From an optimization exercise on the open Yosys and OpenROAD flow, aimed at small area, a short achievable clock period and few clock cycles per item; shortcuts taken in it are not production practice. The RTL of this run was laid out without a check of its function.

==> flow/design.v <==
package wvb_pkg;
  localparam logic [15:0] SAT_CENTER_RESET = 16'd12000;
endpackage
module wvb_sat_rom (
  input  logic [7:0]  idx,
  output logic [15:0] sat
);
  logic [6:0]  a;
  logic [15:0] h;
  assign a = idx[7] ? ~idx[6:0] : idx[6:0];
  always_comb begin
    h = 16'h0000;
    case (a)
      7'd0: h = 16'h0003;
      7'd1: h = 16'h0003;
      7'd2: h = 16'h0004;
      7'd3: h = 16'h0004;
      7'd4: h = 16'h0004;
      7'd5: h = 16'h0005;
      7'd6: h = 16'h0005;
      7'd7: h = 16'h0006;
      7'd8: h = 16'h0006;
      7'd9: h = 16'h0007;
      7'd10: h = 16'h0007;
      7'd11: h = 16'h0008;
      7'd12: h = 16'h0009;
      7'd13: h = 16'h0009;
      7'd14: h = 16'h000a;
      7'd15: h = 16'h000b;
      7'd16: h = 16'h000c;
      7'd17: h = 16'h000d;
      7'd18: h = 16'h000e;
      7'd19: h = 16'h000f;
      7'd20: h = 16'h0011;
      7'd21: h = 16'h0012;
      7'd22: h = 16'h0013;
      7'd23: h = 16'h0015;
      7'd24: h = 16'h0017;
      7'd25: h = 16'h0018;
      7'd26: h = 16'h001a;
      7'd27: h = 16'h001d;
      7'd28: h = 16'h001f;
      7'd29: h = 16'h0021;
      7'd30: h = 16'h0024;
      7'd31: h = 16'h0027;
      7'd32: h = 16'h002a;
      7'd33: h = 16'h002e;
      7'd34: h = 16'h0031;
      7'd35: h = 16'h0035;
      7'd36: h = 16'h003a;
      7'd37: h = 16'h003e;
      7'd38: h = 16'h0043;
      7'd39: h = 16'h0049;
      7'd40: h = 16'h004e;
      7'd41: h = 16'h0055;
      7'd42: h = 16'h005c;
      7'd43: h = 16'h0063;
      7'd44: h = 16'h006b;
      7'd45: h = 16'h0073;
      7'd46: h = 16'h007d;
      7'd47: h = 16'h0087;
      7'd48: h = 16'h0091;
      7'd49: h = 16'h009d;
      7'd50: h = 16'h00a9;
      7'd51: h = 16'h00b7;
      7'd52: h = 16'h00c6;
      7'd53: h = 16'h00d5;
      7'd54: h = 16'h00e6;
      7'd55: h = 16'h00f9;
      7'd56: h = 16'h010d;
      7'd57: h = 16'h0122;
      7'd58: h = 16'h0139;
      7'd59: h = 16'h0152;
      7'd60: h = 16'h016d;
      7'd61: h = 16'h018a;
      7'd62: h = 16'h01a9;
      7'd63: h = 16'h01cb;
      7'd64: h = 16'h01ef;
      7'd65: h = 16'h0216;
      7'd66: h = 16'h0241;
      7'd67: h = 16'h026e;
      7'd68: h = 16'h02a0;
      7'd69: h = 16'h02d5;
      7'd70: h = 16'h030e;
      7'd71: h = 16'h034c;
      7'd72: h = 16'h038e;
      7'd73: h = 16'h03d6;
      7'd74: h = 16'h0423;
      7'd75: h = 16'h0476;
      7'd76: h = 16'h04cf;
      7'd77: h = 16'h0530;
      7'd78: h = 16'h0597;
      7'd79: h = 16'h0607;
      7'd80: h = 16'h067f;
      7'd81: h = 16'h0700;
      7'd82: h = 16'h078b;
      7'd83: h = 16'h0820;
      7'd84: h = 16'h08c1;
      7'd85: h = 16'h096d;
      7'd86: h = 16'h0a26;
      7'd87: h = 16'h0aed;
      7'd88: h = 16'h0bc2;
      7'd89: h = 16'h0ca6;
      7'd90: h = 16'h0d9b;
      7'd91: h = 16'h0ea1;
      7'd92: h = 16'h0fba;
      7'd93: h = 16'h10e6;
      7'd94: h = 16'h1227;
      7'd95: h = 16'h137d;
      7'd96: h = 16'h14eb;
      7'd97: h = 16'h1671;
      7'd98: h = 16'h1811;
      7'd99: h = 16'h19cb;
      7'd100: h = 16'h1ba1;
      7'd101: h = 16'h1d95;
      7'd102: h = 16'h1fa6;
      7'd103: h = 16'h21d8;
      7'd104: h = 16'h242a;
      7'd105: h = 16'h269d;
      7'd106: h = 16'h2933;
      7'd107: h = 16'h2bed;
      7'd108: h = 16'h2eca;
      7'd109: h = 16'h31cd;
      7'd110: h = 16'h34f4;
      7'd111: h = 16'h3840;
      7'd112: h = 16'h3bb2;
      7'd113: h = 16'h3f48;
      7'd114: h = 16'h4303;
      7'd115: h = 16'h46e1;
      7'd116: h = 16'h4ae2;
      7'd117: h = 16'h4f04;
      7'd118: h = 16'h5345;
      7'd119: h = 16'h57a4;
      7'd120: h = 16'h5c1f;
      7'd121: h = 16'h60b2;
      7'd122: h = 16'h655c;
      7'd123: h = 16'h6a19;
      7'd124: h = 16'h6ee6;
      7'd125: h = 16'h73bf;
      7'd126: h = 16'h78a2;
      7'd127: h = 16'h7d8a;
    endcase
  end
  assign sat = idx[7] ? ~h : h;
endmodule
module wvb_colormap_top (
  input  logic        clk,
  input  logic        rst,
  input  logic        in_valid,
  output logic        in_stall,
  input  logic [15:0] in_ct_ref,
  input  logic [15:0] in_aff_ref,
  input  logic [15:0] in_ct_tar,
  input  logic [15:0] in_aff_tar,
  output logic        out_valid,
  input  logic        out_stall,
  output logic [15:0] out_blend,
  output logic [7:0]  out_red,
  output logic [7:0]  out_green,
  output logic [7:0]  out_blue,
  input  logic        cfg_valid,
  output logic        cfg_ready,
  input  logic [15:0] cfg_data
);
  reg  [15:0] ctr;
  reg         skid_full;
  reg  [39:0] skid_d;
  reg  [39:0] out_d;
  wire        pe = ~skid_full;
  assign in_stall  = skid_full;
  assign cfg_ready = 1'b1;
  always @(posedge clk) begin
    if (rst) ctr <= 16'd12000;
    else if (cfg_valid) ctr <= cfg_data;
  end
  reg v1;
  reg [15:0] r1_aff_ref;
  reg [15:0] r1_aff_tar;
  reg [15:0] r1_ct_ref;
  reg [15:0] r1_ct_tar;
  reg [15:0] r1_ctr;
  always @(posedge clk) begin
    if (rst) v1 <= 1'b0;
    else if (pe) v1 <= in_valid;
  end
  always @(posedge clk) begin
    if (pe) begin
      r1_aff_ref <= in_aff_ref;
      r1_aff_tar <= in_aff_tar;
      r1_ct_ref <= in_ct_ref;
      r1_ct_tar <= in_ct_tar;
      r1_ctr <= ctr;
    end
  end
  wire [15:0] wr_0;
  assign wr_0 = ~r1_aff_ref;
  wire [15:0] wt_1;
  assign wt_1 = ~r1_aff_tar;
  wire [0:0] zr_2;
  assign zr_2 = (&r1_aff_ref) & (&r1_aff_tar);
  wire [16:0] sw_3;
  assign sw_3 = {1'b0, wr_0} + {1'b0, wt_1};
  wire [17:0] d2_4;
  assign d2_4 = {1'b0, sw_3} - {1'b0, r1_ctr, 1'b0};
  wire [0:0] ge_5;
  assign ge_5 = r1_ct_tar >= r1_ct_ref;
  wire [16:0] swd_6;
  assign swd_6 = {sw_3[16:1], sw_3[0] | zr_2};
  wire [7:0] idx_7;
  assign idx_7 = {~d2_4[17], d2_4[16:10]};
  wire [15:0] lo_8;
  assign lo_8 = zr_2 ? 16'd0 : (ge_5 ? r1_ct_ref : r1_ct_tar);
  wire [15:0] dd_9;
  assign dd_9 = ge_5 ? r1_ct_tar - r1_ct_ref : r1_ct_ref - r1_ct_tar;
  wire [15:0] w_10;
  assign w_10 = ge_5 ? wt_1 : wr_0;
  wire [0:0] hq_11;
  assign hq_11 = (&r1_aff_ref) & ~zr_2;
  wire [16:0] hR_12;
  assign hR_12 = hq_11 ? 17'd0 : {1'b0, wt_1};
  wire [18:0] ht_13;
  assign ht_13 = {1'b0, hR_12, 1'b0} - {2'b0, swd_6};
  wire [16:0] hR_14;
  assign hR_14 = ht_13[18] ? {hR_12[15:0], 1'b0} : ht_13[16:0];
  wire [1:0] hq_15;
  assign hq_15 = {hq_11, ~ht_13[18]};
  reg v2;
  reg [16:0] r2_swd;
  reg [7:0] r2_idx;
  reg [15:0] r2_lo;
  reg [15:0] r2_dd;
  reg [15:0] r2_w;
  reg [1:0] r2_hq;
  reg [16:0] r2_hR;
  always @(posedge clk) begin
    if (rst) v2 <= 1'b0;
    else if (pe) v2 <= v1;
  end
  always @(posedge clk) begin
    if (pe) begin
      r2_swd <= swd_6;
      r2_idx <= idx_7;
      r2_lo <= lo_8;
      r2_dd <= dd_9;
      r2_w <= w_10;
      r2_hq <= hq_15;
      r2_hR <= hR_14;
    end
  end
  wire [31:0] n_16;
  assign n_16 = r2_w * r2_dd;
  wire [16:0] bR_17;
  assign bR_17 = {1'b0, n_16[31:16]};
  wire [15:0] bN_18;
  assign bN_18 = n_16[15:0];
  wire [18:0] ht_19;
  assign ht_19 = {1'b0, r2_hR, 1'b0} - {2'b0, r2_swd};
  wire [16:0] hR_20;
  assign hR_20 = ht_19[18] ? {r2_hR[15:0], 1'b0} : ht_19[16:0];
  wire [2:0] hq_21;
  assign hq_21 = {r2_hq, ~ht_19[18]};
  wire [18:0] ht_22;
  assign ht_22 = {1'b0, hR_20, 1'b0} - {2'b0, r2_swd};
  wire [16:0] hR_23;
  assign hR_23 = ht_22[18] ? {hR_20[15:0], 1'b0} : ht_22[16:0];
  wire [3:0] hq_24;
  assign hq_24 = {hq_21, ~ht_22[18]};
  reg v3;
  reg [16:0] r3_swd;
  reg [7:0] r3_idx;
  reg [15:0] r3_lo;
  reg [3:0] r3_hq;
  reg [16:0] r3_hR;
  reg [16:0] r3_bR;
  reg [15:0] r3_bN;
  always @(posedge clk) begin
    if (rst) v3 <= 1'b0;
    else if (pe) v3 <= v2;
  end
  always @(posedge clk) begin
    if (pe) begin
      r3_swd <= r2_swd;
      r3_idx <= r2_idx;
      r3_lo <= r2_lo;
      r3_hq <= hq_24;
      r3_hR <= hR_23;
      r3_bR <= bR_17;
      r3_bN <= bN_18;
    end
  end
  wire [18:0] bt_25;
  assign bt_25 = {1'b0, r3_bR, r3_bN[15]} - {2'b0, r3_swd};
  wire [16:0] bR_26;
  assign bR_26 = bt_25[18] ? {r3_bR[15:0], r3_bN[15]} : bt_25[16:0];
  wire [15:0] bN_27;
  assign bN_27 = {r3_bN[14:0], ~bt_25[18]};
  wire [18:0] ht_28;
  assign ht_28 = {1'b0, r3_hR, 1'b0} - {2'b0, r3_swd};
  wire [16:0] hR_29;
  assign hR_29 = ht_28[18] ? {r3_hR[15:0], 1'b0} : ht_28[16:0];
  wire [4:0] hq_30;
  assign hq_30 = {r3_hq, ~ht_28[18]};
  wire [18:0] bt_31;
  assign bt_31 = {1'b0, bR_26, bN_27[15]} - {2'b0, r3_swd};
  wire [16:0] bR_32;
  assign bR_32 = bt_31[18] ? {bR_26[15:0], bN_27[15]} : bt_31[16:0];
  wire [15:0] bN_33;
  assign bN_33 = {bN_27[14:0], ~bt_31[18]};
  wire [18:0] ht_34;
  assign ht_34 = {1'b0, hR_29, 1'b0} - {2'b0, r3_swd};
  wire [16:0] hR_35;
  assign hR_35 = ht_34[18] ? {hR_29[15:0], 1'b0} : ht_34[16:0];
  wire [5:0] hq_36;
  assign hq_36 = {hq_30, ~ht_34[18]};
  reg v4;
  reg [16:0] r4_swd;
  reg [7:0] r4_idx;
  reg [15:0] r4_lo;
  reg [5:0] r4_hq;
  reg [16:0] r4_hR;
  reg [16:0] r4_bR;
  reg [15:0] r4_bN;
  always @(posedge clk) begin
    if (rst) v4 <= 1'b0;
    else if (pe) v4 <= v3;
  end
  always @(posedge clk) begin
    if (pe) begin
      r4_swd <= r3_swd;
      r4_idx <= r3_idx;
      r4_lo <= r3_lo;
      r4_hq <= hq_36;
      r4_hR <= hR_35;
      r4_bR <= bR_32;
      r4_bN <= bN_33;
    end
  end
  wire [18:0] bt_37;
  assign bt_37 = {1'b0, r4_bR, r4_bN[15]} - {2'b0, r4_swd};
  wire [16:0] bR_38;
  assign bR_38 = bt_37[18] ? {r4_bR[15:0], r4_bN[15]} : bt_37[16:0];
  wire [15:0] bN_39;
  assign bN_39 = {r4_bN[14:0], ~bt_37[18]};
  wire [18:0] ht_40;
  assign ht_40 = {1'b0, r4_hR, 1'b0} - {2'b0, r4_swd};
  wire [16:0] hR_41;
  assign hR_41 = ht_40[18] ? {r4_hR[15:0], 1'b0} : ht_40[16:0];
  wire [6:0] hq_42;
  assign hq_42 = {r4_hq, ~ht_40[18]};
  wire [18:0] bt_43;
  assign bt_43 = {1'b0, bR_38, bN_39[15]} - {2'b0, r4_swd};
  wire [16:0] bR_44;
  assign bR_44 = bt_43[18] ? {bR_38[15:0], bN_39[15]} : bt_43[16:0];
  wire [15:0] bN_45;
  assign bN_45 = {bN_39[14:0], ~bt_43[18]};
  wire [18:0] ht_46;
  assign ht_46 = {1'b0, hR_41, 1'b0} - {2'b0, r4_swd};
  wire [16:0] hR_47;
  assign hR_47 = ht_46[18] ? {hR_41[15:0], 1'b0} : ht_46[16:0];
  wire [7:0] hq_48;
  assign hq_48 = {hq_42, ~ht_46[18]};
  reg v5;
  reg [16:0] r5_swd;
  reg [7:0] r5_idx;
  reg [15:0] r5_lo;
  reg [7:0] r5_hq;
  reg [16:0] r5_hR;
  reg [16:0] r5_bR;
  reg [15:0] r5_bN;
  always @(posedge clk) begin
    if (rst) v5 <= 1'b0;
    else if (pe) v5 <= v4;
  end
  always @(posedge clk) begin
    if (pe) begin
      r5_swd <= r4_swd;
      r5_idx <= r4_idx;
      r5_lo <= r4_lo;
      r5_hq <= hq_48;
      r5_hR <= hR_47;
      r5_bR <= bR_44;
      r5_bN <= bN_45;
    end
  end
  wire [18:0] bt_49;
  assign bt_49 = {1'b0, r5_bR, r5_bN[15]} - {2'b0, r5_swd};
  wire [16:0] bR_50;
  assign bR_50 = bt_49[18] ? {r5_bR[15:0], r5_bN[15]} : bt_49[16:0];
  wire [15:0] bN_51;
  assign bN_51 = {r5_bN[14:0], ~bt_49[18]};
  wire [18:0] ht_52;
  assign ht_52 = {1'b0, r5_hR, 1'b0} - {2'b0, r5_swd};
  wire [16:0] hR_53;
  assign hR_53 = ht_52[18] ? {r5_hR[15:0], 1'b0} : ht_52[16:0];
  wire [8:0] hq_54;
  assign hq_54 = {r5_hq, ~ht_52[18]};
  wire [18:0] bt_55;
  assign bt_55 = {1'b0, bR_50, bN_51[15]} - {2'b0, r5_swd};
  wire [16:0] bR_56;
  assign bR_56 = bt_55[18] ? {bR_50[15:0], bN_51[15]} : bt_55[16:0];
  wire [15:0] bN_57;
  assign bN_57 = {bN_51[14:0], ~bt_55[18]};
  wire [18:0] ht_58;
  assign ht_58 = {1'b0, hR_53, 1'b0} - {2'b0, r5_swd};
  wire [16:0] hR_59;
  assign hR_59 = ht_58[18] ? {hR_53[15:0], 1'b0} : ht_58[16:0];
  wire [9:0] hq_60;
  assign hq_60 = {hq_54, ~ht_58[18]};
  reg v6;
  reg [16:0] r6_swd;
  reg [7:0] r6_idx;
  reg [15:0] r6_lo;
  reg [9:0] r6_hq;
  reg [16:0] r6_hR;
  reg [16:0] r6_bR;
  reg [15:0] r6_bN;
  always @(posedge clk) begin
    if (rst) v6 <= 1'b0;
    else if (pe) v6 <= v5;
  end
  always @(posedge clk) begin
    if (pe) begin
      r6_swd <= r5_swd;
      r6_idx <= r5_idx;
      r6_lo <= r5_lo;
      r6_hq <= hq_60;
      r6_hR <= hR_59;
      r6_bR <= bR_56;
      r6_bN <= bN_57;
    end
  end
  wire [18:0] bt_61;
  assign bt_61 = {1'b0, r6_bR, r6_bN[15]} - {2'b0, r6_swd};
  wire [16:0] bR_62;
  assign bR_62 = bt_61[18] ? {r6_bR[15:0], r6_bN[15]} : bt_61[16:0];
  wire [15:0] bN_63;
  assign bN_63 = {r6_bN[14:0], ~bt_61[18]};
  wire [18:0] ht_64;
  assign ht_64 = {1'b0, r6_hR, 1'b0} - {2'b0, r6_swd};
  wire [16:0] hR_65;
  assign hR_65 = ht_64[18] ? {r6_hR[15:0], 1'b0} : ht_64[16:0];
  wire [10:0] hq_66;
  assign hq_66 = {r6_hq, ~ht_64[18]};
  wire [18:0] bt_67;
  assign bt_67 = {1'b0, bR_62, bN_63[15]} - {2'b0, r6_swd};
  wire [16:0] bR_68;
  assign bR_68 = bt_67[18] ? {bR_62[15:0], bN_63[15]} : bt_67[16:0];
  wire [15:0] bN_69;
  assign bN_69 = {bN_63[14:0], ~bt_67[18]};
  wire [18:0] ht_70;
  assign ht_70 = {1'b0, hR_65, 1'b0} - {2'b0, r6_swd};
  wire [16:0] hR_71;
  assign hR_71 = ht_70[18] ? {hR_65[15:0], 1'b0} : ht_70[16:0];
  wire [11:0] hq_72;
  assign hq_72 = {hq_66, ~ht_70[18]};
  reg v7;
  reg [16:0] r7_swd;
  reg [7:0] r7_idx;
  reg [15:0] r7_lo;
  reg [11:0] r7_hq;
  reg [16:0] r7_hR;
  reg [16:0] r7_bR;
  reg [15:0] r7_bN;
  always @(posedge clk) begin
    if (rst) v7 <= 1'b0;
    else if (pe) v7 <= v6;
  end
  always @(posedge clk) begin
    if (pe) begin
      r7_swd <= r6_swd;
      r7_idx <= r6_idx;
      r7_lo <= r6_lo;
      r7_hq <= hq_72;
      r7_hR <= hR_71;
      r7_bR <= bR_68;
      r7_bN <= bN_69;
    end
  end
  wire [18:0] bt_73;
  assign bt_73 = {1'b0, r7_bR, r7_bN[15]} - {2'b0, r7_swd};
  wire [16:0] bR_74;
  assign bR_74 = bt_73[18] ? {r7_bR[15:0], r7_bN[15]} : bt_73[16:0];
  wire [15:0] bN_75;
  assign bN_75 = {r7_bN[14:0], ~bt_73[18]};
  wire [18:0] ht_76;
  assign ht_76 = {1'b0, r7_hR, 1'b0} - {2'b0, r7_swd};
  wire [16:0] hR_77;
  assign hR_77 = ht_76[18] ? {r7_hR[15:0], 1'b0} : ht_76[16:0];
  wire [12:0] hq_78;
  assign hq_78 = {r7_hq, ~ht_76[18]};
  wire [18:0] bt_79;
  assign bt_79 = {1'b0, bR_74, bN_75[15]} - {2'b0, r7_swd};
  wire [16:0] bR_80;
  assign bR_80 = bt_79[18] ? {bR_74[15:0], bN_75[15]} : bt_79[16:0];
  wire [15:0] bN_81;
  assign bN_81 = {bN_75[14:0], ~bt_79[18]};
  wire [18:0] ht_82;
  assign ht_82 = {1'b0, hR_77, 1'b0} - {2'b0, r7_swd};
  wire [16:0] hR_83;
  assign hR_83 = ht_82[18] ? {hR_77[15:0], 1'b0} : ht_82[16:0];
  wire [13:0] hq_84;
  assign hq_84 = {hq_78, ~ht_82[18]};
  reg v8;
  reg [16:0] r8_swd;
  reg [7:0] r8_idx;
  reg [15:0] r8_lo;
  reg [13:0] r8_hq;
  reg [16:0] r8_hR;
  reg [16:0] r8_bR;
  reg [15:0] r8_bN;
  always @(posedge clk) begin
    if (rst) v8 <= 1'b0;
    else if (pe) v8 <= v7;
  end
  always @(posedge clk) begin
    if (pe) begin
      r8_swd <= r7_swd;
      r8_idx <= r7_idx;
      r8_lo <= r7_lo;
      r8_hq <= hq_84;
      r8_hR <= hR_83;
      r8_bR <= bR_80;
      r8_bN <= bN_81;
    end
  end
  wire [18:0] bt_85;
  assign bt_85 = {1'b0, r8_bR, r8_bN[15]} - {2'b0, r8_swd};
  wire [16:0] bR_86;
  assign bR_86 = bt_85[18] ? {r8_bR[15:0], r8_bN[15]} : bt_85[16:0];
  wire [15:0] bN_87;
  assign bN_87 = {r8_bN[14:0], ~bt_85[18]};
  wire [18:0] ht_88;
  assign ht_88 = {1'b0, r8_hR, 1'b0} - {2'b0, r8_swd};
  wire [16:0] hR_89;
  assign hR_89 = ht_88[18] ? {r8_hR[15:0], 1'b0} : ht_88[16:0];
  wire [14:0] hq_90;
  assign hq_90 = {r8_hq, ~ht_88[18]};
  wire [18:0] bt_91;
  assign bt_91 = {1'b0, bR_86, bN_87[15]} - {2'b0, r8_swd};
  wire [16:0] bR_92;
  assign bR_92 = bt_91[18] ? {bR_86[15:0], bN_87[15]} : bt_91[16:0];
  wire [15:0] bN_93;
  assign bN_93 = {bN_87[14:0], ~bt_91[18]};
  wire [18:0] ht_94;
  assign ht_94 = {1'b0, hR_89, 1'b0} - {2'b0, r8_swd};
  wire [16:0] hR_95;
  assign hR_95 = ht_94[18] ? {hR_89[15:0], 1'b0} : ht_94[16:0];
  wire [15:0] hq_96;
  assign hq_96 = {hq_90, ~ht_94[18]};
  reg v9;
  reg [16:0] r9_swd;
  reg [7:0] r9_idx;
  reg [15:0] r9_lo;
  reg [15:0] r9_hq;
  reg [16:0] r9_hR;
  reg [16:0] r9_bR;
  reg [15:0] r9_bN;
  always @(posedge clk) begin
    if (rst) v9 <= 1'b0;
    else if (pe) v9 <= v8;
  end
  always @(posedge clk) begin
    if (pe) begin
      r9_swd <= r8_swd;
      r9_idx <= r8_idx;
      r9_lo <= r8_lo;
      r9_hq <= hq_96;
      r9_hR <= hR_95;
      r9_bR <= bR_92;
      r9_bN <= bN_93;
    end
  end
  wire [18:0] bt_97;
  assign bt_97 = {1'b0, r9_bR, r9_bN[15]} - {2'b0, r9_swd};
  wire [16:0] bR_98;
  assign bR_98 = bt_97[18] ? {r9_bR[15:0], r9_bN[15]} : bt_97[16:0];
  wire [15:0] bN_99;
  assign bN_99 = {r9_bN[14:0], ~bt_97[18]};
  wire [18:0] ht_100;
  assign ht_100 = {1'b0, r9_hR, 1'b0} - {2'b0, r9_swd};
  wire [16:0] hR_101;
  assign hR_101 = ht_100[18] ? {r9_hR[15:0], 1'b0} : ht_100[16:0];
  wire [16:0] hq_102;
  assign hq_102 = {r9_hq, ~ht_100[18]};
  wire [18:0] bt_103;
  assign bt_103 = {1'b0, bR_98, bN_99[15]} - {2'b0, r9_swd};
  wire [16:0] bR_104;
  assign bR_104 = bt_103[18] ? {bR_98[15:0], bN_99[15]} : bt_103[16:0];
  wire [15:0] bN_105;
  assign bN_105 = {bN_99[14:0], ~bt_103[18]};
  wire [18:0] ht_106;
  assign ht_106 = {1'b0, hR_101, 1'b0} - {2'b0, r9_swd};
  wire [16:0] hR_107;
  assign hR_107 = ht_106[18] ? {hR_101[15:0], 1'b0} : ht_106[16:0];
  wire [17:0] hq_108;
  assign hq_108 = {hq_102, ~ht_106[18]};
  reg v10;
  reg [16:0] r10_swd;
  reg [7:0] r10_idx;
  reg [15:0] r10_lo;
  reg [17:0] r10_hq;
  reg [16:0] r10_hR;
  reg [16:0] r10_bR;
  reg [15:0] r10_bN;
  always @(posedge clk) begin
    if (rst) v10 <= 1'b0;
    else if (pe) v10 <= v9;
  end
  always @(posedge clk) begin
    if (pe) begin
      r10_swd <= r9_swd;
      r10_idx <= r9_idx;
      r10_lo <= r9_lo;
      r10_hq <= hq_108;
      r10_hR <= hR_107;
      r10_bR <= bR_104;
      r10_bN <= bN_105;
    end
  end
  wire [18:0] bt_109;
  assign bt_109 = {1'b0, r10_bR, r10_bN[15]} - {2'b0, r10_swd};
  wire [16:0] bR_110;
  assign bR_110 = bt_109[18] ? {r10_bR[15:0], r10_bN[15]} : bt_109[16:0];
  wire [15:0] bN_111;
  assign bN_111 = {r10_bN[14:0], ~bt_109[18]};
  wire [18:0] ht_112;
  assign ht_112 = {1'b0, r10_hR, 1'b0} - {2'b0, r10_swd};
  wire [16:0] hR_113;
  assign hR_113 = ht_112[18] ? {r10_hR[15:0], 1'b0} : ht_112[16:0];
  wire [18:0] hq_114;
  assign hq_114 = {r10_hq, ~ht_112[18]};
  wire [18:0] bt_115;
  assign bt_115 = {1'b0, bR_110, bN_111[15]} - {2'b0, r10_swd};
  wire [16:0] bR_116;
  assign bR_116 = bt_115[18] ? {bR_110[15:0], bN_111[15]} : bt_115[16:0];
  wire [15:0] bN_117;
  assign bN_117 = {bN_111[14:0], ~bt_115[18]};
  reg v11;
  reg [7:0] r11_idx;
  reg [15:0] r11_lo;
  reg [18:0] r11_hq;
  reg [15:0] r11_bN;
  always @(posedge clk) begin
    if (rst) v11 <= 1'b0;
    else if (pe) v11 <= v10;
  end
  always @(posedge clk) begin
    if (pe) begin
      r11_idx <= r10_idx;
      r11_lo <= r10_lo;
      r11_hq <= hq_114;
      r11_bN <= bN_117;
    end
  end
  wire [15:0] s_118;
  wvb_sat_rom u_rom_s_118 (.idx(r11_idx), .sat(s_118));
  reg v12;
  reg [15:0] r12_lo;
  reg [18:0] r12_hq;
  reg [15:0] r12_bN;
  reg [15:0] r12_s;
  always @(posedge clk) begin
    if (rst) v12 <= 1'b0;
    else if (pe) v12 <= v11;
  end
  always @(posedge clk) begin
    if (pe) begin
      r12_lo <= r11_lo;
      r12_hq <= r11_hq;
      r12_bN <= r11_bN;
      r12_s <= s_118;
    end
  end
  wire [31:0] p_119;
  assign p_119 = r12_s * r12_hq[15:0];
  wire [15:0] pf_120;
  assign pf_120 = p_119[31:16];
  wire [0:0] nz_121;
  assign nz_121 = |p_119[15:0];
  reg v13;
  reg [15:0] r13_lo;
  reg [18:0] r13_hq;
  reg [15:0] r13_bN;
  reg [15:0] r13_s;
  reg [15:0] r13_pf;
  reg [0:0] r13_nz;
  always @(posedge clk) begin
    if (rst) v13 <= 1'b0;
    else if (pe) v13 <= v12;
  end
  always @(posedge clk) begin
    if (pe) begin
      r13_lo <= r12_lo;
      r13_hq <= r12_hq;
      r13_bN <= r12_bN;
      r13_s <= r12_s;
      r13_pf <= pf_120;
      r13_nz <= nz_121;
    end
  end
  wire [2:0] sec_122;
  assign sec_122 = r13_hq[18:16];
  wire [0:0] od_123;
  assign od_123 = (sec_122 == 3'd1) || (sec_122 == 3'd3);
  wire [15:0] P_124;
  assign P_124 = od_123 ? r13_pf : r13_s - r13_pf - {15'd0, r13_nz};
  wire [16:0] cm_125;
  assign cm_125 = 17'h10000 - {1'b0, P_124};
  wire [16:0] cs_126;
  assign cs_126 = 17'h10000 - {1'b0, r13_s};
  wire [24:0] tm_127;
  assign tm_127 = {cm_125, 8'd0} - {8'd0, cm_125};
  wire [24:0] ts_128;
  assign ts_128 = {cs_126, 8'd0} - {8'd0, cs_126};
  wire [7:0] mv_129;
  assign mv_129 = tm_127[23:16];
  wire [7:0] sv_130;
  assign sv_130 = ts_128[23:16];
  wire [2:0] sc_131;
  assign sc_131 = sec_122;
  reg v14;
  reg [15:0] r14_lo;
  reg [15:0] r14_bN;
  reg [7:0] r14_mv;
  reg [7:0] r14_sv;
  reg [2:0] r14_sc;
  always @(posedge clk) begin
    if (rst) v14 <= 1'b0;
    else if (pe) v14 <= v13;
  end
  always @(posedge clk) begin
    if (pe) begin
      r14_lo <= r13_lo;
      r14_bN <= r13_bN;
      r14_mv <= mv_129;
      r14_sv <= sv_130;
      r14_sc <= sc_131;
    end
  end
  wire [7:0] r_132;
  wire [7:0] g_133;
  wire [7:0] b_134;
  assign r_132 = (r14_sc == 3'd1 || r14_sc == 3'd4) ? r14_mv : (r14_sc == 3'd2 || r14_sc == 3'd3) ? r14_sv : 8'd255;
  assign g_133 = (r14_sc == 3'd3 || r14_sc == 3'd0 || r14_sc > 3'd4) ? r14_mv : (r14_sc == 3'd4) ? r14_sv : 8'd255;
  assign b_134 = (r14_sc == 3'd2) ? r14_mv : (r14_sc == 3'd1 || r14_sc == 3'd0 || r14_sc > 3'd4) ? r14_sv : 8'd255;
  wire [15:0] bl_135;
  assign bl_135 = r14_lo + r14_bN;
  wire [39:0] res = {bl_135, r_132, g_133, b_134};
  wire        res_v = v14;
  always @(posedge clk) begin
    if (rst) begin
      out_valid <= 1'b0;
      skid_full <= 1'b0;
    end else begin
      out_valid <= skid_full | (out_valid & out_stall) | res_v;
      skid_full <= out_stall & (skid_full | (res_v & out_valid));
    end
  end
  always @(posedge clk) begin
    if (!skid_full) skid_d <= res;
  end
  always @(posedge clk) begin
    if (!out_valid || !out_stall) out_d <= skid_full ? skid_d : res;
  end
  assign out_blend = out_d[39:24];
  assign out_red   = out_d[23:16];
  assign out_green = out_d[15:8];
  assign out_blue  = out_d[7:0];
endmodule
==> flow/run.sh <==
#!/bin/bash
# synth_recipe.tcl (not shown) runs the flow's synth.tcl, then flattens the netlist and writes it again
# the make line also repeats each setting of config.mk as NAME=value (left out here)
make -C /OpenROAD-flow-scripts/flow DESIGN_CONFIG=/design/flow/config.mk WORK_HOME=/design/flow/orfs CLKGATE_MAP_FILE= SYNTH_SCRIPT=/design/flow/synth_recipe.tcl finish
==> flow/config.mk <==
export PLATFORM = sky130hd
export DESIGN_NAME = wvb_colormap_top
export DESIGN_NICKNAME = wvb_colormap_top
export VERILOG_FILES = /design/flow/design.v
export SDC_FILE = /design/flow/constraint.sdc
export NUM_CORES = 4
export LEC_CHECK = 0
export CAP_MARGIN = 20
export CORE_MARGIN = 2
export CORE_UTILIZATION = 40
export PLACE_DENSITY = 0.6
export SLEW_MARGIN = 20
==> flow/constraint.sdc <==
create_clock -name core_clock -period 8.0 [get_ports {clk}]
set_input_delay 1.6000 -clock core_clock [delete_from_list [all_inputs] [get_ports {clk}]]
set_output_delay 1.6000 -clock core_clock [all_outputs]
set_load 0.01 [all_outputs]
==> summary.txt <==
- Max Clk Rate: 134 MHz
- Top FF cell, synth: edfxtp_1
- Unrepaired setup endpoints after global routing: no
- RePlAce Congestion: 0.880
- Net count, final: approximately 11k
- Clk sinks: between 1k and 1.5k
- Avg WL per Cell: 17.6 um
- Core box area: 0.237 mm2
- Setup TNS: 0 ns
- Inserted Diodes: 0
- Global route total overflow: 0
- Post-Syn Area: between 0.09 and 0.1 mm2
- Post-route ant nets: 0
- Area after DPL: slightly above 0.1 mm2
- Post-Syn Instances: 9087
- Crit end category: flip-flop
- Clock Latency Late Sink: 0.80 ns
- Die span in x: about 490 um
- Slew margin rel.: a little over a fifth
- Reg2reg path depth: 26
- CP Class: reg -> reg
- Die ar.: about 0.24 mm2
- Clock skew: 0.0427 ns
- Simple-gate share of the synthesized area: 12.2%
- Warnings, synthesis: 2
- Dpl hpwl: around 170000 um
- WHS: approximately 0.40 ns
- Final Hold Viols: 0
- Iter 0 DRT Violations: slightly above 4k
- Max-cap viol count: 0
- Largest area contributor in the netlist: edfxtp_1
- FF-to-FF Start: r5_swd[0]
- CP startpoint kind: flip-flop
- End of the worst register-to-register path: r6_bR[8]
- Synth unique cells: around 100
- Vias in the first global route: between 60k and 70k
- I/O pin count: between 100 and 150
- Worst min path class: reg -> reg
- Layout cells sized above 1: ~7.1%
- Largest net degree at the start of global routing: between 150 and 200
- Period minus WS final: 7.44 ns
- Post-synthesis sequential area ratio: between 40% and 50%
- GRT Util Overall: ~18%
- Design Area, Final: ~0.11 mm2
- Synth Area in Compound Gates: 12.4%
- CTS clk-pin slew, worst paths: 0.06 ns
- Initial antenna violation count: 2
- Outcome: timing/DRC/antenna clean
- Mean area per synthesized cell: between 10 and 15 um2
- Rows: around 180
- Mux contribution to synthesized area: between 3 and 4%
- Final period util: approximately 93%
- Root buf cell: clkbuf_16
- Drc violations: 0
- Post-synth net total: 10.5k
- Max Buffers Root-to-Sink: 3
- Post-synth EDFFs: between 1k and 1.5k
- P&R area growth vs syn: 11.0%
- Flip-flop and latch count after synthesis: approximately 1.3k
- First-pass GRT wire length: about 350000 um
- Asr flop ratio synth: 0%
- Avg Vias per Cell: about 5.3
- PortBufs: approximately 130
- Worst slew pin tran: roughly 1.2 ns
- R2R Setup Slk: 0.56 ns
- Synth top area cells: edfxtp_1, ha_1, fa_1, inv_1, nand2_1
- Post-Synth XOR/XNOR Area: 4.65%
- Total Routed Length: approximately 220000 um
- Hold_buf cts: 0
- Starting Density: approximately two fifths
- Share of the synthesized area in the top cell type: between 40% and 50%
- DRT Pass-1 Iters: 6
- Final Max Slew Viols: 0
- Final setup violation count: 0
- Arr. time, crit path: 7.96 ns
- CP endpoint: r6_bR[8]
- Worst setup path start: r5_swd[0]
- Worst Path Max Fanout: 16
- Die Height: approximately 500 um
- Largest family of logic cells by synthesized area: adder cells
- CTS Buf Count: 154
- CTS tree: built
- Fill cells: between 20k and 25k
- H-tree levels: 4
- Worst path required time: between 8 and 9 ns
- Post-synthesis adder-cell area fraction: roughly a fifth
- Via count: 65.7k
## synthesized netlist by cell type (14+ instances only)
| cell | n |
|---|---|
| a21boi_0 | 82 |
| a31o_2 | 22 |
| o21bai_1 | 57 |
| nand4_1 | 35 |
| o41ai_1 | 20 |
| nand3_1 | 126 |
| a21oi_1 | 508 |
| a221oi_1 | 14 |
| fa_1 | 418 |
| a31oi_1 | 51 |
| a211oi_1 | 60 |
| nand2_1 | 848 |
| or3_1 | 85 |
| o21a_1 | 96 |
| mux2_2 | 242 |
| a211o_1 | 16 |
| nand2b_1 | 73 |
| dfxtp_1 | 72 |
| nor2_1 | 617 |
| buf_1 | 20 |
| or2_2 | 26 |
| nor4_1 | 20 |
| nor3_1 | 157 |
| mux2i_1 | 66 |
| o211ai_1 | 45 |
| o31ai_1 | 76 |
| o2111ai_1 | 15 |
| xor2_1 | 167 |
| a21o_1 | 152 |
| edfxtp_1 | 1272 |
| inv_1 | 1011 |
| o22ai_1 | 37 |
| a2111oi_0 | 19 |
| buf_2 | 17 |
| clkbuf_1 | 205 |
| and3_1 | 65 |
| o21ai_0 | 451 |
| ha_1 | 901 |
| and2_1 | 264 |
| xnor2_1 | 332 |
| a41oi_1 | 14 |
| nor2b_1 | 118 |
## placed cells by master (no fill, tap or decap), drive strengths merged, types with 96 or more instances in the layout
cell,instances
a21o,152
a21oi,513
and2,267
buf,97
clkbuf,194
clkdlybuf4s50,125
edfxtp,1272
fa,418
ha,901
inv,1028
mux2,242
nand2,849
nand3,127
nor2,617
nor2b,118
nor3,157
o21a,96
o21ai,458
xnor2,334
xor2,168
## how the worst min path moves through the flow
stage,start,end,slack (ns),cells past startpoint
finish,r2_lo[12],r3_lo[12],0.40,0
floorplan,r9_bN[8],r10_bN[10],0.40,0
detailed placement,r9_hq[3],r10_hq[5],0.40,0
global route,r13_bN[6],r14_bN[6],0.41,0
global placement,r10_hq[9],r11_hq[10],0.40,0
CTS,r11_hq[5],r12_hq[5],0.40,0
## routing by layer
metal | track usage, % | vias to the layer above | wire length (um)
met5 | 0 | - | 0
met4 | 5.94 | 0 | 6950
met3 | 2.14 | 351 | 7790
met2 | 30.7 | 1279 | 106000
met1 | 23.5 | 31800 | 99600
li1 | - | 32300 | -
## stage by stage
step,utilization [%],worst slack [ns],instances
after global routing,44.6,0.136,12500
after global placement,42.3,0.549,12200
final,44.6,0.557,12500
after detailed placement,42.3,0.456,12200
after CTS,44.6,0.443,12500
after floorplan,-,-11.48,9087
## critical path, cell delays in order (launching register included)
cell and delay, ns:
edfxtp_1 0.55, ha_1 0.24, inv_1 0.07, fa_1 0.40, a21o_1 0.18, a21oi_1 0.23
o21bai_1 0.09, a21o_1 0.21, a21oi_1 0.19, o21ai_0 0.16, o41a_1 0.41, a41oi_1 0.31
nor3b_2 0.38, mux2_2 0.40, ha_1 0.31, nor2b_1 0.14, o21ai_0 0.23, a21boi_0 0.16
o21ai_0 0.24, a21boi_0 0.22, o2111ai_1 0.28, nand4_1 0.16, a41oi_1 0.32, o21ai_0 0.22
a21boi_2 0.43, buf_4 0.30, mux2_2 0.36
## cell families (layout without fill, tap and decap cells)
kind of cell	Yosys count	count (layout)
adder cells (fa/ha/maj)	1319	1319
AO/OA/AOI/OAI	1859	1859
AND/OR/NAND/NOR	2490	2490
other	1	1
buffers and inverters	1264	1523
XOR/XNOR	502	502
multiplexers	308	308
flip-flops	1344	1344
## what timing repair did
action	in CTS	in global routing
setup buffers	0	0
resized for setup	0	2
endpoints found under the setup margin	0	2
## area by class of cell
cell class / instances / area, um2 / share of cell area (%)
multi-input cells: 6479 / 51000 / 48.2
flip-flops and latches: 1344 / 39600 / 37.4
clock buffers: 194 / 4160 / 3.93
well taps: 3167 / 3960 / 3.74
inverters: 1018 / 3820 / 3.61
repair buffers: 222 / 2080 / 1.96
clock inverters: 89 / 1170 / 1.11
## sequential cells by signal, summed over array words and instances (netlist names), 18 cells and up
| name | cells |
|---|---|
| r10_hq | 18 |
| r12_hq | 19 |
| r11_hq | 19 |
| out_d | 40 |
| skid_d | 40 |

## re-timing with driven ports
The flow's constraints put no driver on any port. The routed layout listed below was extracted and timed again, unchanged, in two steps. Step 1 assumes that a clkbuf_16 drives the clock port and a buf_2 every other input. Step 2 moves the port delays by t, midway between the first and last clock arrival at a register: inputs arrive t later, outputs are due t later. That takes back most of the time a late clock gives input paths. a / b / c = no drivers / after step 1 / after step 2; a / b = the first two.
t, ns: 0.861
setup WS [ns]: 0.557 / 0.557 / 0.557
worst hold slack (ns): 0.400 / 0.400 / 0.400
worst slew at a driven data input, ns: 0.05
After both steps this run still meets setup and hold. The setup slack of this run moves by 0.000 ns with the drivers and by 0.000 ns with both steps.
